Background: an optimization exercise with open tools, aiming at small area and a short achievable clock period. Do not read the settings as production practice.
RTL that was checked went through simulation tests only; none was proved equivalent to the original.
For runs 4 to 7, only the layout was checked, not whether the RTL still works.
No activity file was given, so power comes from the tool's default toggle rates.

[flow/design.v]
`default_nettype none
package book_types_pkg;
  localparam int KEY_BITS = 16;
  localparam int VOLUME_BITS = 16;
  localparam int LISTSIZE_W = 5;
  typedef logic [KEY_BITS-1:0] key_t;
  typedef logic [VOLUME_BITS-1:0] volume_t;
  typedef logic [LISTSIZE_W-1:0] listsize_t;
  typedef enum logic [1:0] {
    CMD_CLEAR   = 2'd0,
    CMD_ADD     = 2'd1,
    CMD_DELETE  = 2'd2,
    CMD_REPLACE = 2'd3
  } cmd_t;
endpackage
`default_nettype wire
`default_nettype none
package book_cfg_pkg;
  localparam int DEF_ENTRIES_N = 16;
  localparam bit DEF_IS_BID = 1'b1;
endpackage
`default_nettype wire
`timescale 1ns/1ps
`default_nettype none
module book_top #(
  parameter int ENTRIES_N = book_cfg_pkg::DEF_ENTRIES_N,
  parameter bit IS_BID = book_cfg_pkg::DEF_IS_BID
) (
  input  logic                     i_clk,
  input  logic                     i_rst_n,
  input  logic                     i_cmd_vld,
  input  book_types_pkg::cmd_t                     i_cmd,
  input  book_types_pkg::key_t                     i_key,
  input  book_types_pkg::volume_t                  i_volume,
  output logic [ENTRIES_N-1:0]     o_vld,
  output book_types_pkg::key_t [ENTRIES_N-1:0]     o_keys,
  output book_types_pkg::volume_t [ENTRIES_N-1:0]  o_volumes,
  output book_types_pkg::listsize_t                o_listsize,
  output logic                     o_notify_vld,
  output book_types_pkg::key_t                     o_notify_key,
  output book_types_pkg::volume_t                  o_notify_volume
);
  localparam int N = ENTRIES_N;
  logic op_clr, op_add, op_del, op_rep;
  assign op_clr = i_cmd_vld && (i_cmd == book_types_pkg::CMD_CLEAR);
  assign op_add = i_cmd_vld && (i_cmd == book_types_pkg::CMD_ADD);
  assign op_del = i_cmd_vld && (i_cmd == book_types_pkg::CMD_DELETE);
  assign op_rep = i_cmd_vld && (i_cmd == book_types_pkg::CMD_REPLACE);
  logic [N-1:0] keep, better, match;
  always_comb begin
    for (int i = 0; i < N; i++) begin
      match[i]  = o_vld[i] && (o_keys[i] == i_key);
      better[i] = o_vld[i] && (IS_BID ? (o_keys[i] > i_key) : (o_keys[i] < i_key));
      keep[i]   = better[i] || match[i];
    end
  end
  logic hit;
  assign hit = |match;
  logic [N-1:0] sel_ins, sel_up, sel_dn, sel_vol;
  logic del_hit;
  assign del_hit = op_del && hit;
  always_comb begin
    for (int i = 0; i < N; i++) begin
      sel_ins[i] = op_add && !keep[i] && ((i == 0) ? 1'b1 : keep[i-1]);
      sel_up[i]  = (i == 0) ? 1'b0 : (op_add && !keep[i-1]);
      sel_dn[i]  = del_hit && !better[i];
      sel_vol[i] = sel_ins[i] || (op_rep && match[i]);
    end
  end
  book_types_pkg::key_t    [N-1:0] keys_nxt;
  book_types_pkg::volume_t [N-1:0] vols_nxt;
  always_comb begin
    for (int i = 0; i < N; i++) begin
      book_types_pkg::key_t    k_up, k_dn;
      book_types_pkg::volume_t w_up, w_dn;
      k_up = (i == 0) ? '0 : o_keys[(i == 0) ? 0 : i-1];
      w_up = (i == 0) ? '0 : o_volumes[(i == 0) ? 0 : i-1];
      k_dn = (i == N-1) ? '0 : o_keys[(i == N-1) ? i : i+1];
      w_dn = (i == N-1) ? '0 : o_volumes[(i == N-1) ? i : i+1];
      keys_nxt[i] = sel_ins[i] ? i_key : sel_up[i] ? k_up : sel_dn[i] ? k_dn : o_keys[i];
      vols_nxt[i] = sel_vol[i] ? i_volume : sel_up[i] ? w_up : sel_dn[i] ? w_dn : o_volumes[i];
    end
  end
  logic [N-1:0] vld_nxt;
  always_comb begin
    vld_nxt = o_vld;
    if (op_clr) vld_nxt = '0;
    else if (op_add) vld_nxt = {o_vld[N-2:0], 1'b1};
    else if (del_hit) vld_nxt = {1'b0, o_vld[N-1:1]};
  end
  always_ff @(posedge i_clk or negedge i_rst_n) begin
    if (!i_rst_n) o_vld <= '0;
    else o_vld <= vld_nxt;
  end
  always_ff @(posedge i_clk) begin
    o_keys <= keys_nxt;
    o_volumes <= vols_nxt;
  end
  always_comb begin
    o_listsize = '0;
    for (int i = 0; i < N; i++) begin
      if (o_vld[i] && ((i == N-1) ? 1'b1 : !o_vld[(i == N-1) ? i : i+1])) o_listsize = book_types_pkg::listsize_t'(i + 1);
    end
  end
  logic head_change;
  assign head_change = (op_clr && o_vld[0]) || (op_add && !keep[0]) ||
                       ((op_del || op_rep) && match[0]);
  always_ff @(posedge i_clk or negedge i_rst_n) begin
    if (!i_rst_n) o_notify_vld <= 1'b0;
    else o_notify_vld <= head_change;
  end
  always_ff @(posedge i_clk) begin
    o_notify_key <= i_key;
    o_notify_volume <= op_clr ? '0 : (op_del ? o_volumes[0] : i_volume);
  end
endmodule
`default_nettype wire
[flow/run.sh]
#!/bin/bash
# synth_recipe.tcl (not shown) runs the flow's synth.tcl, then flattens the netlist and writes it again
# the make line also repeats each setting of config.mk as NAME=value (left out here)
make -C /OpenROAD-flow-scripts/flow DESIGN_CONFIG=/design/flow/config.mk WORK_HOME=/design/flow/orfs CLKGATE_MAP_FILE= SYNTH_SCRIPT=/design/flow/synth_recipe.tcl finish
[flow/config.mk]
export PLATFORM = sky130hd
export DESIGN_NAME = book_top
export DESIGN_NICKNAME = book_top
export VERILOG_FILES = /design/flow/design.v
export SDC_FILE = /design/flow/constraint.sdc
export NUM_CORES = 4
export LEC_CHECK = 0
export CAP_MARGIN = 20
export CORE_MARGIN = 2
export CORE_UTILIZATION = 40
export SLEW_MARGIN = 20
[flow/constraint.sdc]
create_clock -name core_clock -period 5.5 [get_ports {i_clk}]
set_input_delay 1.1000 -clock core_clock [delete_from_list [all_inputs] [get_ports {i_clk}]]
set_output_delay 1.1000 -clock core_clock [all_outputs]
set_load 0.01 [all_outputs]
==> flow_summary.yaml, run 1 <==
clock_network:
  ctsHoldBuffers: 0
  numCtsBuffers: 68
  cts_tree: "built"
  clock_path_buffers: 3
  htreeDepth: 3
  insertion_delay_ns: 0.62
  cts_root_buf: "clkbuf_16"
  cts_setup_buffers: 0
  post_cts_resized: 0
  clk_pin_slew_worst_paths_ns: 0.06
  cts_sinks: 561
sta:
  fmax_ghz: 0.206
  hold_viol: 0
  rsz0062_at_grt: "no"
  drv_slew: 0
  finalSetupViolCount: 0
  skew_ns: 0.0316
  timing.final.crit_share: 0.882
  post-route-min-period_ns: 4.85
  maxSlewHeadroom: 0.266
  layout_setup_ws_ns: 0.650
  finalSetupTns_ns: 0
  worst_slew_pin_slew_ns: 1.10
setup_path:
  cp.required_ns: 5.80
  r2r_slack_ns: 1.60
  critPathArrivalTime_ns: 5.15
  critPathLaunchType: "input pin"
  crit_type: "input pin to register"
  cp_max_fo: 16
  end_kind: "register"
floorplanning:
  die_h_um: 296
  die_x_um: 296
  start_util: 0.402
  rows: 107
  dieArea_um2: 87700
  io_pins: 603
  core-area_um2: 84900
global_route:
  grt.total_usage: 0.292
  grt_max_degree: 39
  grt_pass1_vias: 27800
  grt.overflow.total: 0
  grt_pass1_wl_mm: 190
  antenna_found_initial: 1
synthesis:
  synth-edff-count: 512
  yosys.area.top_type: "edfxtp_1"
  synth_warnings: 1
  synth_cells: 3209
  synthAdderAreaFrac: 0.0938
  yosys.area_share.simple: 0.108
  syn_area_um2: 34200
  synth_flop_cell: "edfxtp_1"
  synth_compound_area_frac: 0.138
  synth_cell_type_count: 82
  synth.area.top_cells: "edfxtp_1 45%, ha_1 9.4%, mux2i_1 9.2%"
  synth-seq-area-share: 0.481
  synth_seq_cells: 561
  synth_xor_area_frac: 0
  synth_top_family_by_area: "multiplexers"
  synth.top_cell.area_share: 0.450
  avgSynthCellArea_um2: 10.6
  synthMuxAreaShare: 0.142
  async_flop_share: 0.0303
drt:
  avgViaCountPerCell: 5.78
  drtAntennaViolNets: 0
  wl_mm: 132
  firstDrtPassIters: 8
  drt-initial-drc-count: 2699
  drc_errors: 0
  routed-via-count: 29000
  wl_per_cell_um: 26.4
placed_design:
  dp_slack_ns: 0.151
  placed_cell_area_um2: 42000
  place_hpwl_mm: 103
  place_congestion: 0.957
  port_buffers: 602
  place_inst: 4896
min_path:
  hold_path_class: "register to register"
power:
  power_leakage_nw: 16.9
  power.density_nw_per_um2: 251
  power.total_mw: 11.1
  p_int_mw: 8.14
  power_frac_clock: 0.406
  p_comb_frac: 0.137
  ir_drop_v: 0.000203
  p_sw_mw: 2.95
  pwr-share-seq: 0.457
  switching_share: 0.266
final_layout:
  nNetsFinal: 4115
  area_growth_pct: 29.5
  layout.cells.non_filler: 5021
  antennaDiodeCount: 0
  drive_above_1_share: 0.117
  final_area_um2: 44200
run_status:
  status: "timing/DRC/antenna clean"
job:
  maxCapViolations: 0
==> layer usage <==
metal  vias up  GRT usage  part of all wire
met3       166     0.0546             0.090
met4         0     0.0738             0.022
met5         -          0                 0
met2      1417      0.487              0.47
met1     14200      0.391              0.41
li1      13300          -                 -
==> metrics by stage <==
stage | hold slack (ns) | utilization
finish | 0.572 | 0.521
global route | 0.601 | 0.521
CTS | 0.583 | 0.521
detailed placement | 0.565 | 0.495
global placement | 0.562 | 0.495
floorplan | 0.588 | -
==> worst paths after layout <==
path / start / to / cells after the start
min in group asynchronous: i_rst_n / o_notify_vld$_DFF_PN0_ / 1
setup reg to reg: o_keys[203]$_DFFE_PP_ / o_volumes[23]$_DFFE_PP_ / 12
hold reg to reg: o_volumes[1]$_DFFE_PP_ / o_notify_volume[1]$_SDFF_PP0_ / 2
hold / removal: o_volumes[1]$_DFFE_PP_ / o_notify_volume[1]$_SDFF_PP0_ / 2
setup / recovery: i_key[11] / o_volumes[23]$_DFFE_PP_ / 15
max in group asynchronous: i_rst_n / o_vld[6]$_DFFE_PN0P_ / 1
==> placed cells by master, fill, tap and decap left out, types with 60 or more instances in the layout <==
master,synthesis,final
a21oi_1,299,297
buf_4,16,159
clkbuf_16,0,70
clkdlybuf4s50_1,0,602
edfxtp_1,512,512
ha_1,256,256
inv_1,63,63
mux2_2,121,121
mux2i_1,315,315
nand2_1,448,445
nand4_1,60,60
nor2_1,189,186
o21ai_0,273,265
==> power groups by stage <==
stage                     logic [mW]  registers [mW]  clock network [mW]
after floorplan                0.757            5.10                   0
after global placement          1.47            5.16                   0
after detailed placement        1.50            5.15                   0
after CTS                       1.50            5.07                4.57
after global routing            1.65            5.08                4.73
final                           1.52            5.07                4.51
==> cells in the mapped netlist (4+ instances only) <==
master / count
edfxtp_1: 512
nand2_1: 448
mux2i_1: 315
a21oi_1: 299
o21ai_0: 273
ha_1: 256
nor2_1: 189
clkbuf_1: 136
mux2_2: 121
inv_1: 63
buf_2: 60
nand4_1: 60
a31oi_1: 53
nand3_1: 37
a22o_1: 32
dfxtp_1: 32
a21o_1: 20
mux2_4: 20
o22ai_1: 20
nor2b_1: 18
o211ai_1: 18
dfrtp_1: 17
buf_4: 16
o21ai_1: 16
nor4_1: 13
a211oi_1: 12
and3_1: 9
nand2b_1: 9
o221ai_1: 8
or3_1: 8
a2111o_1: 7
and2_1: 6
buf_6: 5
nor2_2: 5
o21a_1: 5
o21ai_2: 5
o31ai_1: 5
a221o_1: 4
a222oi_1: 4
and4_1: 4
nand3b_1: 4
nor3_1: 4
nor4_2: 4
==> final cells by class <==
cell class / count / area [um2]
clock buffers: 103 / 2010
clock inverters: 22 / 184
fillers: 7659 / 40700
inverters: 63 / 236
multi-input cells: 2364 / 16600
flip-flops and latches: 561 / 16400
well taps: 1144 / 1430
repair buffers: 764 / 7280
==> state kept, by name, summed over array words and instances, names as in the netlist <==
name,flops
o_notify_key,16
o_vld,16
o_keys,256
o_volumes,256
o_notify_volume,16
o_notify_vld,1
==> worst max-delay path: stages <==
cell             delay [ns]
clkdlybuf4s50_1        0.49
inv_1                  0.24
buf_4                  0.28
ha_1                   0.32
nand4_1                0.21
nor4_1                 0.60
buf_4                  0.26
a22oi_1                0.10
and4_1                 0.27
a21oi_4                0.41
buf_4                  0.28
nand2_1                0.07
o21ai_1                0.09
nand2b_1               0.13
buf_4                  0.25
==> kinds of logic (layout without fill, tap and decap cells) <==
logic type               after synthesis  count (layout)
buffers and inverters                284             952
multiplexers                         459             459
AND/OR/NAND/NOR                      836             836
flip-flops                           561             561
AO/OA/AOI/OAI                        813             813
adder cells (fa/ha/maj)              256             256
==> run 2: changes to the inputs <==
--- a/flow/design.v
+++ b/flow/design.v
@@ -21,2 +21,43 @@
 endpackage
+`default_nettype wire
+`timescale 1ns/1ps
+`default_nettype none
+module book_match (
+  input  book_types_pkg::key_t i_key_stored,
+  input  book_types_pkg::key_t i_key_n,
+  output logic                 o_gt,
+  output logic                 o_ge
+);
+  always_comb begin
+    logic [15:0] g, p;
+    g = i_key_stored & i_key_n;
+    p = i_key_stored | i_key_n;
+    for (int s = 1; s < 16; s = s * 2) begin
+      for (int b = 15; b >= 0; b--) begin
+        if ((b % (2 * s)) >= s) begin
+          g[b] = g[b] | (p[b] & g[b - (b % s) - 1]);
+          p[b] = p[b] & p[b - (b % s) - 1];
+        end
+      end
+    end
+    o_gt = g[15];
+    o_ge = g[15] | p[15];
+  end
+endmodule
+`default_nettype wire
+`timescale 1ns/1ps
+`default_nettype none
+module book_entry_mux (
+  input  logic i_sel_ins,
+  input  logic i_sel_up,
+  input  logic i_sel_dn,
+  input  logic i_sel_hold,
+  input  logic i_ins,
+  input  logic i_up,
+  input  logic i_dn,
+  input  logic i_hold,
+  output logic o_nxt
+);
+  assign o_nxt = (i_sel_ins & i_ins) | (i_sel_up & i_up) | (i_sel_dn & i_dn) | (i_sel_hold & i_hold);
+endmodule
 `default_nettype wire
@@ -48,9 +89,10 @@
   assign op_rep = i_cmd_vld && (i_cmd == book_types_pkg::CMD_REPLACE);
-  logic [N-1:0] keep, better, match;
-  always_comb begin
-    for (int i = 0; i < N; i++) begin
-      match[i]  = o_vld[i] && (o_keys[i] == i_key);
-      better[i] = o_vld[i] && (IS_BID ? (o_keys[i] > i_key) : (o_keys[i] < i_key));
-      keep[i]   = better[i] || match[i];
-    end
+  logic [N-1:0] keep, better, match, cmp_gt, cmp_ge;
+  book_types_pkg::key_t key_n;
+  assign key_n = ~i_key;
+  for (genvar i = 0; i < N; i++) begin : g_cmp
+    book_match u_cmp (.i_key_stored(o_keys[i]), .i_key_n(key_n), .o_gt(cmp_gt[i]), .o_ge(cmp_ge[i]));
+    assign better[i] = o_vld[i] & cmp_gt[i];
+    assign keep[i]   = o_vld[i] & cmp_ge[i];
+    assign match[i]  = keep[i] & ~cmp_gt[i];
   end
@@ -69,14 +111,23 @@
   end
+  logic [N-1:0] hold_k, hold_v;
+  always_comb begin
+    for (int i = 0; i < N; i++) begin
+      hold_k[i] = !(sel_ins[i] || sel_up[i] || sel_dn[i]);
+      hold_v[i] = !(sel_vol[i] || sel_up[i] || sel_dn[i]);
+    end
+  end
   book_types_pkg::key_t    [N-1:0] keys_nxt;
   book_types_pkg::volume_t [N-1:0] vols_nxt;
-  always_comb begin
-    for (int i = 0; i < N; i++) begin
-      book_types_pkg::key_t    k_up, k_dn;
-      book_types_pkg::volume_t w_up, w_dn;
-      k_up = (i == 0) ? '0 : o_keys[(i == 0) ? 0 : i-1];
-      w_up = (i == 0) ? '0 : o_volumes[(i == 0) ? 0 : i-1];
-      k_dn = (i == N-1) ? '0 : o_keys[(i == N-1) ? i : i+1];
-      w_dn = (i == N-1) ? '0 : o_volumes[(i == N-1) ? i : i+1];
-      keys_nxt[i] = sel_ins[i] ? i_key : sel_up[i] ? k_up : sel_dn[i] ? k_dn : o_keys[i];
-      vols_nxt[i] = sel_vol[i] ? i_volume : sel_up[i] ? w_up : sel_dn[i] ? w_dn : o_volumes[i];
+  for (genvar i = 0; i < N; i++) begin : g_ent
+    for (genvar b = 0; b < 16; b++) begin : g_bit
+      book_entry_mux u_kmux (
+        .i_sel_ins(sel_ins[i]), .i_sel_up(sel_up[i]), .i_sel_dn(sel_dn[i]), .i_sel_hold(hold_k[i]),
+        .i_ins(i_key[b]), .i_up((i == 0) ? 1'b0 : o_keys[(i == 0) ? 0 : i-1][b]),
+        .i_dn((i == N-1) ? 1'b0 : o_keys[(i == N-1) ? i : i+1][b]), .i_hold(o_keys[i][b]),
+        .o_nxt(keys_nxt[i][b]));
+      book_entry_mux u_vmux (
+        .i_sel_ins(sel_vol[i]), .i_sel_up(sel_up[i]), .i_sel_dn(sel_dn[i]), .i_sel_hold(hold_v[i]),
+        .i_ins(i_volume[b]), .i_up((i == 0) ? 1'b0 : o_volumes[(i == 0) ? 0 : i-1][b]),
+        .i_dn((i == N-1) ? 1'b0 : o_volumes[(i == N-1) ? i : i+1][b]), .i_hold(o_volumes[i][b]),
+        .o_nxt(vols_nxt[i][b]));
     end
==> flow/flow/run.sh (new file) <==
#!/bin/bash
# Standard layout, with the smallest buffer on every input and output port
set -e
export BUFFER_PORTS_ARGS="-buffer_cell sky130_fd_sc_hd__buf_1"
bash standard.sh > standard.log 2>&1
==> flow/standard.sh (new file) <==
#!/bin/bash
# synth_recipe.tcl (not shown) runs the flow's synth.tcl, then flattens the netlist and writes it again
# the make line also repeats each setting of config.mk as NAME=value (left out here)
make -C /OpenROAD-flow-scripts/flow DESIGN_CONFIG=/design/flow/config.mk WORK_HOME=/design/flow/orfs CLKGATE_MAP_FILE= SYNTH_SCRIPT=/design/flow/synth_recipe.tcl "${@:-finish}"
--- a/flow/config.mk
+++ b/flow/config.mk
@@ -11 +11,2 @@
 export SLEW_MARGIN = 20
+export SYNTH_HIERARCHICAL = 1
removed: flow/run.sh
==> flow_summary.yaml, run 2 <==
global_route:
  grt_max_degree: 40
  grt_pass1_vias: 28700
  grt.overflow.total: 0
  grt.total_usage: 0.318
  antenna_found_initial: 2
  grt_pass1_wl_mm: 177
drt:
  routed-via-count: 31000
  drt-initial-drc-count: 3188
  wl_per_cell_um: 23.7
  avgViaCountPerCell: 6.28
  drc_errors: 0
  wl_mm: 117
  drtAntennaViolNets: 0
  firstDrtPassIters: 7
clock_network:
  insertion_delay_ns: 0.60
  cts_tree: "built"
  post_cts_resized: 0
  ctsHoldBuffers: 0
  cts_setup_buffers: 0
  cts_sinks: 561
  cts_root_buf: "clkbuf_16"
  htreeDepth: 3
  clock_path_buffers: 3
  clk_pin_slew_worst_paths_ns: 0.06
  numCtsBuffers: 67
synthesis:
  synth_seq_cells: 561
  synth_flop_cell: "dfxtp_1"
  async_flop_share: 0.0303
  synth-edff-count: 0
  synth.top_cell.area_share: 0.404
  synth.area.top_cells: "dfxtp_1 40%, a22oi_1 30%, nand2_1 8.9%"
  syn_area_um2: 26900
  synth_cells: 3161
  ys_top_cells_by_count: "1072 x a22oi_1, 641 x nand2_1, 544 x dfxtp_1"
  synth_cell_type_count: 45
  synthMostInstantiatedCell: "a22oi_1"
  synth_warnings: 8
  yosys.area.top_type: "dfxtp_1"
  synth-seq-area-share: 0.420
  avgSynthCellArea_um2: 8.52
setup_path:
  critPathArrivalTime_ns: 5.31
  max_stage_delay_ns: 0.72
  crit_start: "i_key[6]"
  end_kind: "register"
  critPathLaunchType: "input pin"
  regToRegEndpoint: "o_keys[65]$_DFF_P_"
  worstReg2RegStart: "o_keys[198]$_DFF_P_"
  r2r_cells: 14
  r2r_slack_ns: 1.32
  cp_slowest_cell: "or4_1"
  cp.required_ns: 6.03
  crit_end: "o_keys[211]$_DFF_P_"
  path_cells: "buf_1 -> inv_1 -> buf_12 -> o22ai_1 -> nor3_1 -> a211oi_2 -> a21oi_1 -> or2_1 -> nand3b_1 -> o2111ai_1 -> or4_1 -> a21oi_4 -> o221a_2 -> a22oi_1 -> nand2_1"
  crit_type: "input pin to register"
  cp_max_fo: 18
floorplanning:
  rows: 95
  die_x_um: 264
  start_util: 0.403
  io_pins: 603
  core-area_um2: 66900
  dieArea_um2: 69500
  die_h_um: 264
power:
  power.density_nw_per_um2: 517
  power_frac_clock: 0.245
  power_leakage_nw: 13.5
  p_sw_mw: 7.62
  power.total_mw: 17.5
  p_int_mw: 9.91
  p_comb_frac: 0.325
  ir_drop_v: 0.000292
  switching_share: 0.435
  pwr-share-seq: 0.430
placed_design:
  port_buffers: 602
  place_congestion: 0.910
  place_hpwl_mm: 88.5
sta:
  fin_hold_ws_ns: 0.351
  fmax_ghz: 0.209
  post-route-min-period_ns: 4.78
  finalSetupTns_ns: 0
  worst_slew_pin_slew_ns: 1.14
  timing.final.crit_share: 0.870
  hold_viol: 0
  drv_slew: 0
  finalSetupViolCount: 0
  rsz0062_at_grt: "no"
  skew_ns: 0.0208
  maxSlewHeadroom: 0.243
min_path:
  hold_path_class: "input pin to asynchronous set/reset pin"
job:
  maxCapViolations: 0
final_layout:
  multi_input_area_um2: 15900
  final_cell_mix: "1072 x a22oi_1, 641 x nand2_1, 602 x buf_1, 544 x dfxtp_1, 202 x nor2_1"
  ff_latch_area_um2: 11300
  final_common_cell: "a22oi_1"
  drive_above_1_share: 0.0874
  nNetsFinal: 4061
  antennaDiodeCount: 0
  reg_top3: "o_keys x256, o_volumes x256"
  area_growth_pct: 25.8
  fill_cells: 6852
run_status:
  status: "timing/DRC/antenna clean"
==> run 2: changes by cell type after synthesis, sizes merged, moves of 256 or more <==
cell,delta
ha,-256
mux2i,-314
edfxtp,-512
dfxtp,+512
o21ai,-262
a22oi,+1087
==> run 2: power by group through the flow <==
stage / combinational, mW / sequential, mW / clock, mW
after detailed placement: 5.60 / 7.57 / 0
after global placement: 5.53 / 7.58 / 0
after CTS: 5.62 / 7.49 / 4.36
after floorplan: 2.83 / 7.33 / 0
after global routing: 6.24 / 7.71 / 4.52
final: 5.69 / 7.54 / 4.30
==> run 2: routing by layer <==
layer,track usage,up-vias,wire length (um)
li1,-,14300,-
met1,0.416,15200,48800
met2,0.512,1300,54400
met3,0.0745,211,9880
met4,0.113,4,3880
met5,0,-,22
==> run 2: Yosys stat by module (local to each module, per instance) <==
module	cells inside	cell area, um2	flip-flops and latches	copies in the design
book_top	953	13400	561	1
book_match	42	245	0	16
book_entry_mux	3	18.8	0	512
==> run 2: kinds of logic (layout without fill, tap and decap cells) <==
logic type,count (synthesis),count (layout),share of synthesized area
AOI/OAI and AO/OA,1520,1520,0.418
and+or+nand+nor,1006,1006,0.150
DFF,561,561,0.420
buffers and inverters,72,880,0.0114
other,1,96,0.000139
muxes,1,1,0.000371
==> run 2: how the worst min path moves through the flow <==
| stage | slack, ns | cells after the start | end | startpoint |
|---|---|---|---|---|
| floorplan | 0.50 | 2 | o_notify_volume[0]$_SDFF_PP0_ | o_volumes[0]$_DFF_P_ |
| detailed placement | 0.48 | 2 | o_notify_volume[5]$_SDFF_PP0_ | o_volumes[5]$_DFF_P_ |
| global route | 0.35 | 1 | o_notify_vld$_DFF_PN0_ | i_rst_n |
| finish | 0.35 | 1 | o_notify_vld$_DFF_PN0_ | i_rst_n |
| global placement | 0.48 | 2 | o_notify_volume[6]$_SDFF_PP0_ | o_volumes[6]$_DFF_P_ |
| CTS | 0.49 | 2 | o_notify_volume[5]$_SDFF_PP0_ | o_volumes[5]$_DFF_P_ |
==> run 2: worst max-delay path, delay by kind of cell <==
family / cells / cell delay (ns)
buffers and inverters: 3 / 0.62
AOI/OAI and AO/OA: 7 / 2.05
and+or+nand+nor: 5 / 1.52
==> run 2: layout make-up <==
class / instances / area share
tap: 873 / 0.0322
inverter: 35 / 0.00388
multi-input combinational: 2623 / 0.468
sequential: 561 / 0.334
clock buffer: 99 / 0.0581
clock inverter: 10 / 0.00266
timing repair buffer: 736 / 0.101
==> run 2: per-stage QoR <==
stage	util	cell area (um2)	worst slack, ns	instances
after detailed placement	0.475	31800	0.172	4826
final	0.506	33900	0.717	4937
after CTS	0.506	33800	0.774	4935
after global placement	0.475	31800	0.236	4826
after global routing	0.506	33900	0.430	4937
after floorplan	-	27300	0.178	3256
==> run 3: changes to the inputs <==
==> flow/run.sh (new file) <==
#!/bin/bash
# synth_recipe.tcl (not shown) runs the flow's synth.tcl, then flattens the netlist and writes it again
# the make line also repeats each setting of config.mk as NAME=value (left out here)
make -C /OpenROAD-flow-scripts/flow DESIGN_CONFIG=/design/flow/config.mk WORK_HOME=/design/flow/orfs CLKGATE_MAP_FILE= SYNTH_SCRIPT=/design/flow/synth_recipe.tcl finish
removed: flow/flow/run.sh
removed: flow/standard.sh
==> flow_summary.yaml, run 3 <==
final_layout:
  nNetsFinal: 4118
  final_common_cell: "a22oi_1"
  antennaDiodeCount: 0
  reg_top3: "o_keys x256, o_volumes x256"
  layout.cells.non_filler: 5003
  fill_cells: 6031
  area_growth_pct: 43.8
  final_area_um2: 38800
  drive_above_1_share: 0.100
  fin_util: 0.579
  final_cell_mix: "1072 x a22oi_1, 641 x nand2_1, 602 x clkdlybuf4s50_1, 544 x dfxtp_1, 206 x nor2_1"
min_path:
  holdPathEnd: "o_notify_volume[6]$_SDFF_PP0_"
  min_from: "o_volumes[6]$_DFF_P_"
  hold_path_depth: 2
  hold_path_class: "register to register"
drt:
  wl_per_cell_um: 24.3
  drt-initial-drc-count: 3661
  wl_mm: 122
  routed-via-count: 31800
  avgViaCountPerCell: 6.35
  drtAntennaViolNets: 0
  drc_errors: 0
  firstDrtPassIters: 6
clock_network:
  cts_tree: "built"
  ctsHoldBuffers: 0
  insertion_delay_ns: 0.62
  cts_root_buf: "clkbuf_16"
  numCtsBuffers: 67
  cts_setup_buffers: 0
  clock_path_buffers: 3
  htreeDepth: 3
  clk_pin_slew_worst_paths_ns: 0.06
  cts_sinks: 561
  post_cts_resized: 0
sta:
  rsz0062_at_grt: "no"
  hold_viol: 0
  maxSlewHeadroom: 0.350
  drv_slew: 0
  layout_setup_ws_ns: 0.428
  timing.final.crit_share: 0.922
  post-route-min-period_ns: 5.07
  finalSetupTns_ns: 0
  skew_ns: 0.0254
  finalSetupViolCount: 0
  worst_slew_pin_slew_ns: 0.972
  fin_hold_ws_ns: 0.495
  fmax_ghz: 0.197
global_route:
  busiest_layer: "met2"
  antenna_found_initial: 1
  grt_pass1_vias: 30100
  grt_use_met2: 0.548
  grt_pass1_wl_mm: 183
  grt_max_degree: 51
  grt_util_met1: 0.434
  grt.total_usage: 0.332
  use_met3: 0.0617
  grt.overflow.total: 0
setup_path:
  cp_common_cell: "buf_12"
  max_stage_delay_ns: 0.77
  cp_max_fo: 36
  critPathLaunchType: "input pin"
  r2r_cells: 14
  r2r_slack_ns: 1.49
  path_cells: "clkdlybuf4s50_1 -> inv_1 -> buf_12 -> buf_4 -> a31oi_1 -> o32ai_1 -> a211oi_2 -> a21oi_1 -> or2_1 -> nand3b_1 -> o2111ai_1 -> or4_1 -> nand2_2 -> buf_12 -> a21oi_2 -> buf_12 -> a22oi_1 -> nand2_1"
  cp_slowest_cell: "or4_1"
  regToRegEndpoint: "o_keys[83]$_DFF_P_"
  critPathArrivalTime_ns: 5.55
  worstReg2RegStart: "o_keys[242]$_DFF_P_"
  end_kind: "register"
  cp.required_ns: 5.98
  crit_type: "input pin to register"
placed_design:
  dp_slack_ns: -0.0305
  placed_cell_area_um2: 36500
  place_inst: 4884
  port_buffers: 602
  place_congestion: 0.938
  place_hpwl_mm: 93.7
floorplanning:
  core-area_um2: 66900
  die_h_um: 264
  io_pins: 603
  die_x_um: 264
  rows: 95
  start_util: 0.403
  dieArea_um2: 69500
power:
  power_leakage_nw: 15.6
  power.density_nw_per_um2: 514
  ir_drop_v: 0.000370
  power.total_mw: 19.9
synthesis:
  synth-seq-area-share: 0.420
  syn_area_um2: 26900
  synth-edff-count: 0
  synth_cell_type_count: 45
  synth.top_cell.area_share: 0.404
  synth_seq_cells: 561
  avgSynthCellArea_um2: 8.52
  synthMostInstantiatedCell: "a22oi_1"
  synth_cells: 3161
  async_flop_share: 0.0303
  synth_warnings: 8
  synth_flop_cell: "dfxtp_1"
  yosys.area.top_type: "dfxtp_1"
  ys_top_cells_by_count: "1072 x a22oi_1, 641 x nand2_1, 544 x dfxtp_1"
  synth.area.top_cells: "dfxtp_1 40%, a22oi_1 30%, nand2_1 8.9%"
run_status:
  status: "timing/DRC/antenna clean"
job:
  maxCapViolations: 0
run 3: cell counts after synthesis:
Identical to the previous run, type by type.
run 3: layout make-up:
cell class	count	area [um2]	area share
Clock buffer	100	1990	0.0514
Multi-Input combinational cell	2623	15900	0.409
Sequential cell	561	11300	0.292
Inverter	35	131	0.00339
Timing Repair Buffer	793	8110	0.209
Tap cell	873	1090	0.0282
Clock inverter	18	249	0.00643
run 3: kinds of logic after synthesis:
family,synth area share
other,0.000139
AND/OR/NAND/NOR,0.150
multiplexers,0.000371
flip-flops,0.420
AO/OA/AOI/OAI,0.418
buffers and inverters,0.0114
run 3: per-layer routing:
metal / part of all wire / wire length (um) / vias to the layer above
li1: - / - / 14400
met3: 0.086 / 10500 / 215
met2: 0.47 / 57100 / 1595
met5: 0.000066 / 8 / -
met1: 0.41 / 50000 / 15600
met4: 0.032 / 3860 / 2
run 3: how the worst max path moves through the flow:
| stage | from | to | slack [ns] |
|---|---|---|---|
| floorplan | i_key[2] | o_keys[160]$_DFF_P_ | 0.18 |
| global placement | i_key[6] | o_keys[1]$_DFF_P_ | -0.17 |
| detailed placement | i_key[2] | o_keys[211]$_DFF_P_ | -0.03 |
| CTS | i_key[2] | o_volumes[67]$_DFF_P_ | 0.58 |
| global route | i_key[2] | o_volumes[43]$_DFF_P_ | 0.30 |
| finish | i_key[2] | o_keys[83]$_DFF_P_ | 0.43 |
run 3: critical path: cells and delay by family:
family	cells	cell delay, ns
simple gates	5	1.61
compound gates	7	1.47
buf+inv	6	1.31
run 3: report_power, final:
part           internal [mW]  switching [mW]
Clock                   2.75            1.83
Sequential              5.37            2.32
Combinational           3.90            3.76
Total                   12.0            7.91
run 3: per-module statistics from Yosys, one instance, submodules excluded:
module          area, um2  cells inside
book_top            13400           953
book_match            245            42
book_entry_mux       18.8             3
==> run 4: changes to the inputs <==
--- a/flow/design.v
+++ b/flow/design.v
@@ -49,3 +49,6 @@
 `default_nettype none
-module book_entry_mux (
+module book_entry_mux #(
+  parameter bit HAS_UP = 1'b1,
+  parameter bit HAS_DN = 1'b1
+) (
   input  logic i_sel_ins,
@@ -60,3 +63,6 @@
 );
-  assign o_nxt = (i_sel_ins & i_ins) | (i_sel_up & i_up) | (i_sel_dn & i_dn) | (i_sel_hold & i_hold);
+  logic up_term, dn_term;
+  assign up_term = HAS_UP ? (i_sel_up & i_up) : 1'b0;
+  assign dn_term = HAS_DN ? (i_sel_dn & i_dn) : 1'b0;
+  assign o_nxt = (i_sel_ins & i_ins) | up_term | dn_term | (i_sel_hold & i_hold);
 endmodule
@@ -107,3 +113,3 @@
       sel_up[i]  = (i == 0) ? 1'b0 : (op_add && !keep[i-1]);
-      sel_dn[i]  = del_hit && !better[i];
+      sel_dn[i]  = (i == N-1) ? 1'b0 : (del_hit && !better[i]);
       sel_vol[i] = sel_ins[i] || (op_rep && match[i]);
@@ -122,11 +128,11 @@
     for (genvar b = 0; b < 16; b++) begin : g_bit
-      book_entry_mux u_kmux (
+      book_entry_mux #(.HAS_UP(i != 0), .HAS_DN(i != N-1)) u_kmux (
         .i_sel_ins(sel_ins[i]), .i_sel_up(sel_up[i]), .i_sel_dn(sel_dn[i]), .i_sel_hold(hold_k[i]),
-        .i_ins(i_key[b]), .i_up((i == 0) ? 1'b0 : o_keys[(i == 0) ? 0 : i-1][b]),
-        .i_dn((i == N-1) ? 1'b0 : o_keys[(i == N-1) ? i : i+1][b]), .i_hold(o_keys[i][b]),
+        .i_ins(i_key[b]), .i_up(o_keys[(i == 0) ? 0 : i-1][b]),
+        .i_dn(o_keys[(i == N-1) ? i : i+1][b]), .i_hold(o_keys[i][b]),
         .o_nxt(keys_nxt[i][b]));
-      book_entry_mux u_vmux (
+      book_entry_mux #(.HAS_UP(i != 0), .HAS_DN(i != N-1)) u_vmux (
         .i_sel_ins(sel_vol[i]), .i_sel_up(sel_up[i]), .i_sel_dn(sel_dn[i]), .i_sel_hold(hold_v[i]),
-        .i_ins(i_volume[b]), .i_up((i == 0) ? 1'b0 : o_volumes[(i == 0) ? 0 : i-1][b]),
-        .i_dn((i == N-1) ? 1'b0 : o_volumes[(i == N-1) ? i : i+1][b]), .i_hold(o_volumes[i][b]),
+        .i_ins(i_volume[b]), .i_up(o_volumes[(i == 0) ? 0 : i-1][b]),
+        .i_dn(o_volumes[(i == N-1) ? i : i+1][b]), .i_hold(o_volumes[i][b]),
         .o_nxt(vols_nxt[i][b]));
==> flow/flow/run.sh (new file) <==
#!/bin/bash
# Standard layout, with the smallest buffer on every input and output port
set -e
export BUFFER_PORTS_ARGS="-buffer_cell sky130_fd_sc_hd__buf_1"
bash standard.sh > standard.log 2>&1
==> flow/standard.sh (new file) <==
#!/bin/bash
# synth_recipe.tcl (not shown) runs the flow's synth.tcl, then flattens the netlist and writes it again
# the make line also repeats each setting of config.mk as NAME=value (left out here)
make -C /OpenROAD-flow-scripts/flow DESIGN_CONFIG=/design/flow/config.mk WORK_HOME=/design/flow/orfs CLKGATE_MAP_FILE= SYNTH_SCRIPT=/design/flow/synth_recipe.tcl "${@:-finish}"
--- a/flow/config.mk
+++ b/flow/config.mk
@@ -10,2 +10,3 @@
 export CORE_UTILIZATION = 40
+export SETUP_SLACK_MARGIN = 1.5
 export SLEW_MARGIN = 20
removed: flow/run.sh
==> flow_summary.yaml, run 4 <==
placed_design:
  place_inst: 4683
  place_hpwl_mm: 89.1
  port_buffers: 602
  place_congestion: 0.898
  placed_cell_area_um2: 31600
  dp_slack_ns: 0.122
setup_path:
  cp_max_fo: 8
  r2r_cells: 16
  critPathArrivalTime_ns: 4.64
  worstReg2RegStart: "o_keys[18]$_DFF_P_"
  cp.required_ns: 6.00
  critPathLaunchType: "input pin"
  crit_type: "input pin to register"
  r2r_slack_ns: 1.81
  end_kind: "register"
  regToRegEndpoint: "o_keys[85]$_DFF_P_"
floorplanning:
  core-area_um2: 66800
  rows: 95
  die_x_um: 263
  start_util: 0.402
  die_h_um: 263
  dieArea_um2: 69300
  io_pins: 603
sta:
  post-route-min-period_ns: 4.15
  drv_slew: 0
  rsz0062_at_grt: "yes"
  hold_viol: 0
  finalSetupTns_ns: 0
  skew_ns: 0.0213
  fmax_ghz: 0.241
  worst_slew_pin_slew_ns: 1.11
  finalSetupViolCount: 0
  layout_setup_ws_ns: 1.35
  timing.final.crit_share: 0.754
  fin_hold_ws_ns: 0.464
  maxSlewHeadroom: 0.257
power:
  p_sw_mw: 9.19
  ir_drop_v: 0.000281
  p_comb_frac: 0.398
  power.density_nw_per_um2: 536
  pwr-share-seq: 0.380
  power_frac_clock: 0.222
  switching_share: 0.447
  power_leakage_nw: 15.0
  power.total_mw: 20.6
  p_int_mw: 11.4
synthesis:
  synth_warnings: 8
  avgSynthCellArea_um2: 8.65
  synth_cells: 3109
  syn_area_um2: 26900
job:
  maxCapViolations: 0
run_status:
  status: "timing/DRC/antenna clean"
clock_network:
  insertion_delay_ns: 0.61
  cts_sinks: 561
  ctsHoldBuffers: 0
  clk_pin_slew_worst_paths_ns: 0.06
  numCtsBuffers: 67
  cts_root_buf: "clkbuf_16"
  cts_tree: "built"
  clock_path_buffers: 3
  htreeDepth: 3
final_layout:
  final_area_um2: 38400
  fill_cells: 6219
  antennaDiodeCount: 0
  final_cell_mix: "708 x a22oi_1, 596 x buf_1, 544 x dfxtp_1, 536 x nand2_1, 252 x a22oi_2"
  layout.cells.non_filler: 4981
  final_common_cell: "a22oi_1"
  nNetsFinal: 4090
  fin_util: 0.575
  reg_top3: "o_keys x256, o_volumes x256"
  drive_above_1_share: 0.212
  area_growth_pct: 42.9
drt:
  wl_met2_mm: 59.0
  routed-via-count: 32300
  avgViaCountPerCell: 6.48
  met3WireLength_mm: 13.6
  wl_mm: 130
  firstDrtPassIters: 7
  drt-initial-drc-count: 3724
  drtAntennaViolNets: 0
  wl_per_cell_um: 26.0
  drt-met1-wl_mm: 52.1
  drc_errors: 0
  top_layer_used: "met4"
global_route:
  antenna_found_initial: 0
  grt.total_usage: 0.329
  grt_pass1_wl_mm: 182
  grt_max_degree: 37
  grt_pass1_vias: 29600
  grt.overflow.total: 0
min_path:
  hold_path_class: "input pin to asynchronous set/reset pin"
[run 4: power groups by stage]
stage	Clock (mW)	Sequential (mW)	Combinational (mW)
floorplan	0	7.29	3.29
global placement	0	7.57	5.95
detailed placement	0	7.57	6.02
CTS	4.62	7.54	6.72
global route	4.77	7.98	8.74
finish	4.56	7.82	8.19
[run 4: final cells by class]
type	count	area [um2]	share of cell area
inverters	113	458	0.0119
clock inverters	17	196	0.00511
repair inverters	1	7.51	0.000195
multi-input cells	2406	17300	0.449
clock buffers	107	2040	0.0531
flip-flops and latches	561	11300	0.295
repair buffers	903	6040	0.157
well taps	873	1090	0.0284
[run 4: repair_timing]
| action | CTS | global route |
|---|---|---|
| resized for setup | 59 | 390 |
| endpoints found under the setup margin | 490 | 503 |
| setup buffers | 68 | 58 |
| pin swaps | 26 | 309 |
| cloned | 13 | 35 |
[run 4: worst max-delay path, stage by stage]
cell and delay, ns:
buf_8 0.08, clkinvlp_4 0.21, buf_6 0.21, a22oi_2 0.18, o32ai_2 0.13, a211oi_2 0.37
o211ai_1 0.16, buf_4 0.18, nand3b_1 0.38, o2111ai_2 0.24, nor3_4 0.06, buf_4 0.14
a21oi_4 0.24, buf_6 0.17, clkbuf_16 0.18, a211oi_4 0.07, buf_4 0.15, buf_12 0.14
a22oi_1 0.16, nand2_1 0.06
[run 4: worst max-delay path by stage]
stage                             endpoint  cells after the start      from
floorplan           o_volumes[160]$_DFF_P_                     14  i_key[2]
global placement    o_volumes[233]$_DFF_P_                     15  i_key[2]
finish                 o_keys[226]$_DFF_P_                     20  i_key[1]
CTS                 o_volumes[113]$_DFF_P_                     18  i_key[7]
global route         o_volumes[11]$_DFF_P_                     19  i_key[1]
detailed placement  o_volumes[232]$_DFF_P_                     15  i_key[2]
[run 4: metal layers]
| metal | up-vias | GRT usage |
|---|---|---|
| met4 | 0 | 0.112 |
| met1 | 16000 | 0.423 |
| met5 | - | 0 |
| li1 | 14300 | - |
| met3 | 245 | 0.0815 |
| met2 | 1667 | 0.539 |
==> run 5: changes to the inputs <==
--- a/flow/config.mk
+++ b/flow/config.mk
@@ -10,3 +10,3 @@
 export CORE_UTILIZATION = 40
-export SETUP_SLACK_MARGIN = 1.5
+export SETUP_SLACK_MARGIN = 2.5
 export SLEW_MARGIN = 20
==> flow_summary.yaml, run 5 <==
run_status:
  status: "timing/DRC/antenna clean"
sta:
  fmax_ghz: 0.248
  post-route-min-period_ns: 4.04
  skew_ns: 0.0233
  finalSetupViolCount: 0
  worst_slew_pin_slew_ns: 1.11
  hold_viol: 0
  drv_slew: 0
  timing.final.crit_share: 0.734
  finalSetupTns_ns: 0
  maxSlewHeadroom: 0.262
  rsz0062_at_grt: "yes"
final_layout:
  layout.cells.non_filler: 5068
  reg_top3: "o_keys x256, o_volumes x256"
  final_common_cell: "a22oi_1"
  area_growth_pct: 51.2
  antennaDiodeCount: 0
  nNetsFinal: 4177
  fin_util: 0.608
  final_area_um2: 40600
  fill_cells: 5921
  final_cell_mix: "650 x a22oi_1, 592 x buf_1, 544 x dfxtp_1, 535 x nand2_1, 310 x a22oi_2"
  drive_above_1_share: 0.259
clock_network:
  cts_sinks: 561
  ctsHoldBuffers: 0
  clk_pin_slew_worst_paths_ns: 0.07
  htreeDepth: 3
  clock_path_buffers: 3
  cts_tree: "built"
  numCtsBuffers: 67
  insertion_delay_ns: 0.62
  cts_root_buf: "clkbuf_16"
setup_path:
  max_stage_delay_ns: 0.37
  critPathLaunchType: "input pin"
  crit_type: "input pin to register"
  cp_slowest_cell: "a211oi_2"
  end_kind: "register"
  path_buf_inv: 10
  critPathTopFamily: "buffers and inverters"
  critPathArrivalTime_ns: 4.59
  cp.required_ns: 6.05
  cp_max_fo: 12
  path_cells: "buf_6 -> clkinvlp_4 -> buf_12 -> buf_4 -> a31oi_4 -> o32ai_4 -> a211oi_2 -> a21oi_1 -> or2_4 -> nand2_4 -> o22ai_4 -> nor4_4 -> buf_4 -> a21oi_4 -> buf_12 -> buf_12 -> buf_8 -> a211oi_4 -> buf_6 -> buf_12 -> a22oi_1 -> nand2_1"
  cp_common_cell: "buf_12"
placed_design:
  place_hpwl_mm: 89.1
  placed_cell_area_um2: 31600
  place_congestion: 0.898
  place_inst: 4683
  port_buffers: 602
floorplanning:
  core-area_um2: 66800
  rows: 95
  start_util: 0.402
  dieArea_um2: 69300
  die_x_um: 263
  io_pins: 603
  die_h_um: 263
global_route:
  grt.total_usage: 0.359
  grt_pass1_vias: 31200
  grt_max_degree: 37
  grt_pass1_wl_mm: 195
  grt.overflow.total: 0
  antenna_found_initial: 0
drt:
  drt-initial-drc-count: 3968
  firstDrtPassIters: 9
  avgViaCountPerCell: 6.56
  wl_mm: 135
  drc_errors: 0
  drtAntennaViolNets: 0
  routed-via-count: 33300
  wl_per_cell_um: 26.7
synthesis:
  avgSynthCellArea_um2: 8.65
  synth_warnings: 8
  syn_area_um2: 26900
  synth_cells: 3109
power:
  power.density_nw_per_um2: 531
  ir_drop_v: 0.000289
  power.total_mw: 21.6
  power_leakage_nw: 15.8
job:
  maxCapViolations: 0
min_path:
  hold_path_class: "input pin to asynchronous set/reset pin"
run 5: what timing repair did:
item / 4_1_cts / 5_1_grt
cloned: 48 / 13
buffers inserted: 158 / 42
pin swaps: 348 / 289
endpoints found under the setup margin: 533 / 532
gates resized for setup: 471 / 258
run 5: report_power, final:
group / switching, mW / internal [mW] / leakage, nW
sequential: 2.40 / 5.35 / 4.64
clock: 1.88 / 2.70 / 1.10
combinational: 5.36 / 3.90 / 10.1
run 5: per-stage QoR:
| step | hold WS [ns] | setup slack [ns] |
|---|---|---|
| 6_report | 0.470 | 1.46 |
| 5_1_grt | 0.500 | 1.35 |
| 4_1_cts | 0.453 | 1.59 |
| 3_5_place_dp | 0.487 | 0.122 |
| 3_3_place_gp | 0.482 | 0.238 |
| 2_1_floorplan | 0.500 | 1.09 |
run 5: final timing paths:
kind / startpoint / to / slack, ns / depth (start not counted)
max: i_key[2] / o_keys[167]$_DFF_P_ / 1.46 / 22
min: i_rst_n / o_vld[3]$_DFFE_PN0P_ / 0.47 / 2
max reg2reg: o_keys[34]$_DFF_P_ / o_keys[167]$_DFF_P_ / 1.82 / 18
min reg2reg: o_volumes[3]$_DFF_P_ / o_notify_volume[3]$_SDFF_PP0_ / 0.49 / 2
max in group asynchronous: i_rst_n / o_vld[8]$_DFFE_PN0P_ / 4.75 / 2
min in group core_clock: o_volumes[3]$_DFF_P_ / o_notify_volume[3]$_SDFF_PP0_ / 0.49 / 2
run 5: final cells by class:
cell class              count  area (um2)  area share
repair buffers            989        7440       0.183
flip-flops and latches    561       11300       0.279
well taps                 873        1090      0.0269
clock inverters            17         196     0.00483
multi-input cells        2407       18100       0.445
clock buffers             107        2040      0.0502
inverters                 113         458      0.0113
repair inverters            1        7.51    0.000185
run 5: worst reg2reg max path, cell delays in order, from the launching register on:
cell and delay [ns]:
dfxtp_1 0.56, o22ai_4 0.14, o32ai_4 0.33, a211oi_2 0.14, buf_4 0.15, o211ai_1 0.28, nand3b_1 0.32, o2111ai_2 0.19
nor3_4 0.18, buf_6 0.14, a21oi_4 0.07, buf_12 0.15, buf_12 0.15, buf_8 0.13, a211oi_4 0.22, buf_6 0.17
buf_12 0.14, a22oi_1 0.08, nand2_1 0.09
run 5: metal layers:
| metal | vias up | track usage | wire length, um |
|---|---|---|---|
| li1 | 14600 | - | - |
| met1 | 16600 | 0.467 | 54600 |
| met2 | 1813 | 0.570 | 61000 |
| met3 | 326 | 0.0850 | 13900 |
| met4 | 0 | 0.148 | 5860 |
| met5 | - | 0 | 0 |
==> run 6: changes to the inputs <==
--- a/flow/design.v
+++ b/flow/design.v
@@ -24,23 +24,105 @@
 `default_nettype none
+module book_match_leaf_g (
+  input  logic i_k,
+  input  logic i_c_n,
+  output logic o_g_n
+);
+  assign o_g_n = ~(i_k & i_c_n);
+endmodule
+module book_match_leaf_p (
+  input  logic i_k,
+  input  logic i_c_n,
+  input  logic i_g_n,
+  output logic o_p_n
+);
+  assign o_p_n = ~((i_k | i_c_n) & i_g_n);
+endmodule
+module book_match_node_t (
+  input  logic i_g_h,
+  input  logic i_p_h,
+  input  logic i_g_l,
+  input  logic i_p_l,
+  output logic o_g_n,
+  output logic o_p_n
+);
+  assign o_g_n = ~(i_g_h | (i_p_h & i_g_l));
+  assign o_p_n = ~(i_p_h & i_p_l);
+endmodule
+module book_match_node_t_g (
+  input  logic i_g_h,
+  input  logic i_p_h,
+  input  logic i_g_l,
+  output logic o_g_n
+);
+  assign o_g_n = ~(i_g_h | (i_p_h & i_g_l));
+endmodule
+module book_match_node_n (
+  input  logic i_g_h_n,
+  input  logic i_p_h_n,
+  input  logic i_g_l_n,
+  input  logic i_p_l_n,
+  output logic o_g,
+  output logic o_p
+);
+  assign o_g = ~(i_g_h_n & (i_p_h_n | i_g_l_n));
+  assign o_p = ~(i_p_h_n | i_p_l_n);
+endmodule
+module book_match_node_n_g (
+  input  logic i_g_h_n,
+  input  logic i_p_h_n,
+  input  logic i_g_l_n,
+  output logic o_g
+);
+  assign o_g = ~(i_g_h_n & (i_p_h_n | i_g_l_n));
+endmodule
+module book_match_eq (
+  input  logic [15:0] i_p_n,
+  output logic        o_eq_n
+);
+  assign o_eq_n = |i_p_n;
+endmodule
 module book_match (
   input  book_types_pkg::key_t i_key_stored,
+  input  book_types_pkg::key_t i_key,
   input  book_types_pkg::key_t i_key_n,
-  output logic                 o_gt,
-  output logic                 o_ge
-);
-  always_comb begin
-    logic [15:0] g, p;
-    g = i_key_stored & i_key_n;
-    p = i_key_stored | i_key_n;
-    for (int s = 1; s < 16; s = s * 2) begin
-      for (int b = 15; b >= 0; b--) begin
-        if ((b % (2 * s)) >= s) begin
-          g[b] = g[b] | (p[b] & g[b - (b % s) - 1]);
-          p[b] = p[b] & p[b - (b % s) - 1];
-        end
-      end
-    end
-    o_gt = g[15];
-    o_ge = g[15] | p[15];
-  end
+  output logic                 o_gt_n,
+  output logic                 o_eq_n
+);
+  logic [15:0] g0_n, p0_n;
+  logic [7:0]  g1, p1;
+  logic [3:0]  g2_n, p2_n;
+  logic [1:0]  g3, p3;
+  logic        g4_n;
+  for (genvar b = 0; b < 16; b++) begin : g_leaf
+    book_match_leaf_g u_leaf_g (.i_k(i_key_stored[b]), .i_c_n(i_key_n[b]), .o_g_n(g0_n[b]));
+    book_match_leaf_p u_leaf_p (.i_k(i_key_stored[b]), .i_c_n(i_key_n[b]), .i_g_n(g0_n[b]),
+                                .o_p_n(p0_n[b]));
+  end
+  for (genvar j = 0; j < 8; j++) begin : g_l1
+    if (j == 0) begin : g_g
+      book_match_node_n_g u_node (.i_g_h_n(g0_n[1]), .i_p_h_n(p0_n[1]), .i_g_l_n(g0_n[0]), .o_g(g1[0]));
+      assign p1[0] = 1'b0;
+    end else begin : g_gp
+      book_match_node_n u_node (
+        .i_g_h_n(g0_n[2*j+1]), .i_p_h_n(p0_n[2*j+1]), .i_g_l_n(g0_n[2*j]), .i_p_l_n(p0_n[2*j]),
+        .o_g(g1[j]), .o_p(p1[j]));
+    end
+  end
+  for (genvar j = 0; j < 4; j++) begin : g_l2
+    if (j == 0) begin : g_g
+      book_match_node_t_g u_node (.i_g_h(g1[1]), .i_p_h(p1[1]), .i_g_l(g1[0]), .o_g_n(g2_n[0]));
+      assign p2_n[0] = 1'b1;
+    end else begin : g_gp
+      book_match_node_t u_node (
+        .i_g_h(g1[2*j+1]), .i_p_h(p1[2*j+1]), .i_g_l(g1[2*j]), .i_p_l(p1[2*j]),
+        .o_g_n(g2_n[j]), .o_p_n(p2_n[j]));
+    end
+  end
+  book_match_node_n_g u_l3_0 (.i_g_h_n(g2_n[1]), .i_p_h_n(p2_n[1]), .i_g_l_n(g2_n[0]), .o_g(g3[0]));
+  book_match_node_n u_l3_1 (.i_g_h_n(g2_n[3]), .i_p_h_n(p2_n[3]), .i_g_l_n(g2_n[2]), .i_p_l_n(p2_n[2]),
+                            .o_g(g3[1]), .o_p(p3[1]));
+  assign p3[0] = 1'b0;
+  book_match_node_t_g u_l4 (.i_g_h(g3[1]), .i_p_h(p3[1]), .i_g_l(g3[0]), .o_g_n(g4_n));
+  book_match_eq u_eq (.i_p_n(p0_n), .o_eq_n(o_eq_n));
+  assign o_gt_n = g4_n;
 endmodule
@@ -95,3 +177,3 @@
   assign op_rep = i_cmd_vld && (i_cmd == book_types_pkg::CMD_REPLACE);
-  logic [N-1:0] keep, better, match, cmp_gt, cmp_ge;
+  logic [N-1:0] keep, better, match, cmp_gt_n, cmp_eq_n;
   book_types_pkg::key_t key_n;
@@ -99,6 +181,7 @@
   for (genvar i = 0; i < N; i++) begin : g_cmp
-    book_match u_cmp (.i_key_stored(o_keys[i]), .i_key_n(key_n), .o_gt(cmp_gt[i]), .o_ge(cmp_ge[i]));
-    assign better[i] = o_vld[i] & cmp_gt[i];
-    assign keep[i]   = o_vld[i] & cmp_ge[i];
-    assign match[i]  = keep[i] & ~cmp_gt[i];
+    book_match u_cmp (.i_key_stored(o_keys[i]), .i_key(i_key), .i_key_n(key_n),
+                      .o_gt_n(cmp_gt_n[i]), .o_eq_n(cmp_eq_n[i]));
+    assign better[i] = o_vld[i] & ~cmp_gt_n[i];
+    assign match[i]  = o_vld[i] & ~cmp_eq_n[i];
+    assign keep[i]   = o_vld[i] & ~(cmp_gt_n[i] & cmp_eq_n[i]);
   end
--- a/flow/config.mk
+++ b/flow/config.mk
@@ -10,3 +10,3 @@
 export CORE_UTILIZATION = 40
-export SETUP_SLACK_MARGIN = 2.5
+export SETUP_SLACK_MARGIN = 1.0
 export SLEW_MARGIN = 20
==> flow_summary.yaml, run 6 <==
run_status:
  status: "timing/DRC/antenna clean"
sta:
  rsz0062_at_grt: "no"
  maxSlewHeadroom: 0.161
  timing.final.crit_share: 0.817
  fmax_ghz: 0.223
  post-route-min-period_ns: 4.49
  drv_slew: 0
  worst_slew_pin_slew_ns: 1.26
  finalSetupTns_ns: 0
  hold_viol: 0
  skew_ns: 0.0308
  finalSetupViolCount: 0
synthesis:
  syn_area_um2: 27900
  synth_warnings: 7
  avgSynthCellArea_um2: 8.22
  synth_cells: 3392
min_path:
  hold_path_class: "input pin to asynchronous set/reset pin"
final_layout:
  fin_util: 0.516
  nNetsFinal: 4237
  antennaDiodeCount: 0
  drive_above_1_share: 0.134
  ff_latch_area_um2: 11300
  fill_cells: 6878
  final_common_cell: "a22oi_1"
  layout.cells.non_filler: 5185
  multi_input_area_um2: 16600
  area_growth_pct: 27.4
  reg_top3: "o_keys x256, o_volumes x256"
  final_cell_mix: "896 x a22oi_1, 810 x nand2_1, 598 x buf_1, 544 x dfxtp_1, 288 x o21ai_1"
placed_design:
  place_hpwl_mm: 98.7
  place_inst: 5008
  place_congestion: 0.968
  port_buffers: 602
clock_network:
  htreeDepth: 3
  cts_sinks: 561
  clock_path_buffers: 3
  clk_pin_slew_worst_paths_ns: 0.06
  insertion_delay_ns: 0.64
  cts_tree: "built"
  ctsHoldBuffers: 0
  cts_root_buf: "clkbuf_16"
  numCtsBuffers: 68
floorplanning:
  die_h_um: 268
  core-area_um2: 68800
  io_pins: 603
  start_util: 0.405
  dieArea_um2: 71900
  rows: 96
  die_x_um: 268
setup_path:
  cp_max_fo: 17
  crit_type: "input pin to register"
  cp.required_ns: 6.06
  critPathArrivalTime_ns: 5.06
  critPathLaunchType: "input pin"
  worstReg2RegStart: "o_keys[43]$_DFF_P_"
  end_kind: "register"
  crit_start: "i_key[9]"
drt:
  drc_errors: 0
  drt-initial-drc-count: 4343
  firstDrtPassIters: 9
  routed-via-count: 33000
  drt-met1-wl_mm: 54.5
  drtAntennaViolNets: 0
  met3WireLength_mm: 15.0
  wl_mm: 137
  top_layer_used: "met4"
  wl_met2_mm: 61.9
  wl_per_cell_um: 26.4
  avgViaCountPerCell: 6.37
global_route:
  grt_pass1_wl_mm: 198
  antenna_found_initial: 1
  grt_pass1_vias: 30000
  grt.overflow.total: 0
  grt.total_usage: 0.363
  grt_max_degree: 37
power:
  switching_share: 0.380
  power_leakage_nw: 14.2
  ir_drop_v: 0.000326
  p_comb_frac: 0.229
  power_frac_clock: 0.334
  pwr-share-seq: 0.436
  power.density_nw_per_um2: 392
  p_int_mw: 8.62
  p_sw_mw: 5.29
job:
  maxCapViolations: 0
## run 6: area by class of cell
type / instances / share of cell area
Clock buffer: 95 / 0.0556
Clock inverter: 29 / 0.00905
Inverter: 98 / 0.0113
Multi-Input combinational cell: 2714 / 0.468
Sequential cell: 561 / 0.319
Tap cell: 931 / 0.0328
Timing Repair Buffer: 754 / 0.105
Timing Repair inverter: 3 / 0.000634
## run 6: critical path, stage by stage
cell and delay [ns]:
buf_1 0.25, clkinvlp_4 0.17, buf_12 0.17, buf_12 0.16, o21ai_1 0.29, nor4_1 0.11
nand4_1 0.17, nand2b_1 0.20, nand4_1 0.11, or4_4 0.47, o41a_4 0.47, o21a_1 0.28
nor3_4 0.65, a22oi_1 0.30, nand2_1 0.13
## run 6: per-layer routing
layer  vias up  track usage
li1      14900            -
met4         0        0.145
met1     15900        0.481
met5         -            0
met3       316       0.0843
met2      1976        0.568
## run 6: repair_timing
action / CTS / global route
resized for setup: 24 / 10
buffers inserted: 10 / 33
pin swaps: 10 / 12
setup endpoints to repair: 321 / 452
gates cloned: 7 / 2
## run 6: worst paths after layout
path | end | depth (start not counted) | slack (ns)
worst min-delay path | o_notify_vld$_DFF_PN0_ | 1 | 0.44
min in group core_clock | o_notify_volume[12]$_SDFF_PP0_ | 2 | 0.49
worst max register to register | o_keys[199]$_DFF_P_ | 12 | 1.63
worst min register to register | o_notify_volume[12]$_SDFF_PP0_ | 2 | 0.49
worst max-delay path | o_keys[199]$_DFF_P_ | 15 | 1.01
max in group asynchronous | o_vld[15]$_DFFE_PN0P_ | 1 | 4.71
## run 6: power by group through the flow
stage          Clock, mW  Combinational [mW]  Sequential, mW
3_3_place_gp           0                3.04            6.13
2_1_floorplan          0                1.58            5.94
5_1_grt             4.86                3.51            6.13
6_report            4.65                3.19            6.07
4_1_cts             4.71                3.12            6.03
3_5_place_dp           0                3.08            6.11
## run 6: through the flow
stage,instance area (um2),power [mW],setup WS (ns),hold slack (ns)
finish,35500,13.9,1.01,0.435
global route,35500,14.5,1.00,0.441
CTS,35100,13.9,0.736,0.491
detailed placement,32500,9.19,-0.144,0.481
global placement,32500,9.17,-0.0403,0.478
floorplan,28200,7.53,0.948,0.500
==> run 7: changes to the inputs <==
--- a/flow/config.mk
+++ b/flow/config.mk
@@ -10,3 +10,3 @@
 export CORE_UTILIZATION = 40
-export SETUP_SLACK_MARGIN = 1.0
+export SETUP_SLACK_MARGIN = 2.0
 export SLEW_MARGIN = 20
==> flow_summary.yaml, run 7 <==
run_status:
  status: "timing/DRC/antenna clean"
clock_network:
  ctsHoldBuffers: 0
  clk_pin_slew_worst_paths_ns: 0.06
  cts_tree: "built"
  cts_root_buf: "clkbuf_16"
  cts_sinks: 561
  numCtsBuffers: 68
  clock_path_buffers: 3
  htreeDepth: 3
  insertion_delay_ns: 0.63
sta:
  fmax_ghz: 0.253
  finalSetupTns_ns: 0
  finalSetupViolCount: 0
  drv_slew: 0
  skew_ns: 0.0370
  worst_slew_pin_slew_ns: 1.21
  rsz0062_at_grt: "yes"
  hold_viol: 0
  post-route-min-period_ns: 3.96
  maxSlewHeadroom: 0.190
  timing.final.crit_share: 0.720
setup_path:
  cp_slowest_cell: "or4_4"
  path_cells: "buf_4 -> clkinvlp_4 -> buf_12 -> buf_12 -> o21ai_2 -> nor4_2 -> nand4_1 -> nand2b_4 -> nand4_1 -> or4_4 -> buf_4 -> o41a_4 -> buf_6 -> o32ai_4 -> a21o_4 -> a22oi_2 -> nand2_1"
  max_stage_delay_ns: 0.54
  cp_max_fo: 8
  critPathLaunchType: "input pin"
  end_kind: "register"
  critPathArrivalTime_ns: 4.52
  crit_type: "input pin to register"
  cp.required_ns: 6.06
  critPathTopFamily: "compound AO/OA/AOI/OAI gates"
  path_buf_inv: 6
final_layout:
  reg_top3: "o_keys x256, o_volumes x256"
  final_common_cell: "nand2_1"
  final_cell_mix: "766 x nand2_1, 619 x a22oi_1, 582 x buf_1, 544 x dfxtp_1, 277 x a22oi_2"
  fin_util: 0.610
  area_growth_pct: 50.6
  nNetsFinal: 4456
  drive_above_1_share: 0.302
min_path:
  hold_path_class: "input pin to asynchronous set/reset pin"
synthesis:
  synth_warnings: 7
  syn_area_um2: 27900
  avgSynthCellArea_um2: 8.22
  synth_cells: 3392
placed_design:
  port_buffers: 602
  place_congestion: 0.984
  place_hpwl_mm: 98.0
floorplanning:
  core-area_um2: 68800
  rows: 96
  die_x_um: 268
  die_h_um: 268
  start_util: 0.405
  dieArea_um2: 71900
  io_pins: 603
job:
  maxCapViolations: 0
power:
  power.density_nw_per_um2: 356
  power.total_mw: 15.0
  power_leakage_nw: 16.5
  ir_drop_v: 0.000277
global_route:
  antenna_found_initial: 1
  grt_pass1_wl_mm: 213
  grt.overflow.total: 0
  grt_max_degree: 50
  grt_pass1_vias: 32700
  grt.total_usage: 0.391
drt:
  drt-initial-drc-count: 4521
  avgViaCountPerCell: 6.57
  wl_per_cell_um: 28.2
  drc_errors: 0
  drtAntennaViolNets: 0
  routed-via-count: 35500
  wl_mm: 152
  firstDrtPassIters: 8
[run 7: cell types whose count changed in the layout (fill, tap and decap cells not counted), moves of 46 or more]
cell / delta
buf_6: +79
o21ai_1: -117
buf_12: +47
buf_4: +46
a22oi_2: +277
o21ai_2: +84
a22oi_1: -277
[run 7: path summary, 6_finish.rpt]
| kind | slack, ns | startpoint | cells after the start | end |
|---|---|---|---|---|
| min in group core_clock | 0.49 | o_volumes[6]$_DFF_P_ | 2 | o_notify_volume[6]$_SDFF_PP0_ |
| setup reg to reg | 1.85 | o_keys[67]$_DFF_P_ | 14 | o_keys[25]$_DFF_P_ |
| hold / removal | 0.42 | i_rst_n | 1 | o_notify_vld$_DFF_PN0_ |
| setup / recovery | 1.54 | i_key[6] | 17 | o_keys[25]$_DFF_P_ |
| hold reg to reg | 0.49 | o_volumes[6]$_DFF_P_ | 2 | o_notify_volume[6]$_SDFF_PP0_ |
| max in group asynchronous | 4.67 | i_rst_n | 1 | o_vld[8]$_DFFE_PN0P_ |
[run 7: metrics by stage]
step                std cells  worst slack (ns)  area [um2]  hold slack, ns
floorplan                3392              1.42       28500           0.500
global placement         4968             0.262       32400           0.482
detailed placement       4968             0.200       32400           0.481
CTS                      5317              1.74       39700           0.488
global route             5403              1.45       42000           0.446
finish                   5403              1.54       42000           0.419
[run 7: layout make-up]
| type | instances | area, um2 |
|---|---|---|
| clock inverters | 26 | 389 |
| inverters | 98 | 434 |
| diodes | 1 | 2.50 |
| flip-flops and latches | 561 | 11300 |
| fillers | 6198 | 26800 |
| repair buffers | 955 | 6820 |
| clock buffers | 96 | 1980 |
| well taps | 931 | 1160 |
| repair inverters | 7 | 52.6 |
| multi-input cells | 2728 | 19800 |
[run 7: what timing repair did]
item                                    4_1_cts  5_1_grt
endpoints found under the setup margin      530      514
cloned                                       38       20
pin swaps                                   325      351
gates resized for setup                     546      279
setup buffers                               189       65
[run 7: power breakdown]
part	switching (mW)	internal (mW)	leakage, nW
logic	2.40	1.51	10.7
clock network	1.98	2.87	1.16
registers	1.40	4.81	4.66
total	5.78	9.19	16.5
[run 7: metal layers]
| metal | vias to the layer above | wire, um | track usage |
|---|---|---|---|
| met4 | 0 | 9130 | 0.196 |
| met1 | 17200 | 57300 | 0.505 |
| met5 | - | 0 | 0 |
| met2 | 2395 | 66500 | 0.604 |
| met3 | 531 | 19100 | 0.102 |
| li1 | 15400 | - | - |

## what the ideal ports hide
The flow's constraints put no driver on any port. The routed layouts listed below were extracted and timed again, unchanged, in two steps. Step 1 sets driving cells, clkbuf_16 on the clock port and buf_2 on the other inputs (assumed; they add their load-dependent delay and slew). Step 2 adds t to the input delays and takes it off the output delays; t is the mean of the earliest and latest rising clock arrival at the registers after step 1. Input paths then give back, and output paths get back, about the clock's delay inside the block. a / b / c = no drivers / after step 1 / after step 2; a / b = the first two.
run	t (ns)	slack for setup (ns)	hold WS [ns]	slew at the worst register clock pin (ns)
run 1	0.671	0.650 / 0.685 / 0.014	0.572 / 0.572 / 0.572	0.06 / 0.06
run 2	0.661	0.717 / 0.761 / 0.101	0.351 / 0.308 / 0.487	0.06 / 0.06
run 3	0.673	0.428 / 0.469 / -0.204	0.495 / 0.495 / 0.495	0.06 / 0.06
run 4	0.669	1.354 / 1.363 / 0.694	0.464 / 0.422 / 0.494	0.06 / 0.06
run 5	0.675	1.462 / 1.465 / 0.790	0.470 / 0.425 / 0.493	0.07 / 0.07
run 6	0.688	1.007 / 1.051 / 0.363	0.435 / 0.395 / 0.486	0.06 / 0.06
run 7	0.683	1.541 / 1.563 / 0.880	0.419 / 0.371 / 0.489	0.06 / 0.06
With both steps, setup timing fails in run 3, where it was met with ideal ports. The setup slack of run 5, which loses most, moves by +0.003 ns with the drivers and by -0.672 ns with both steps.
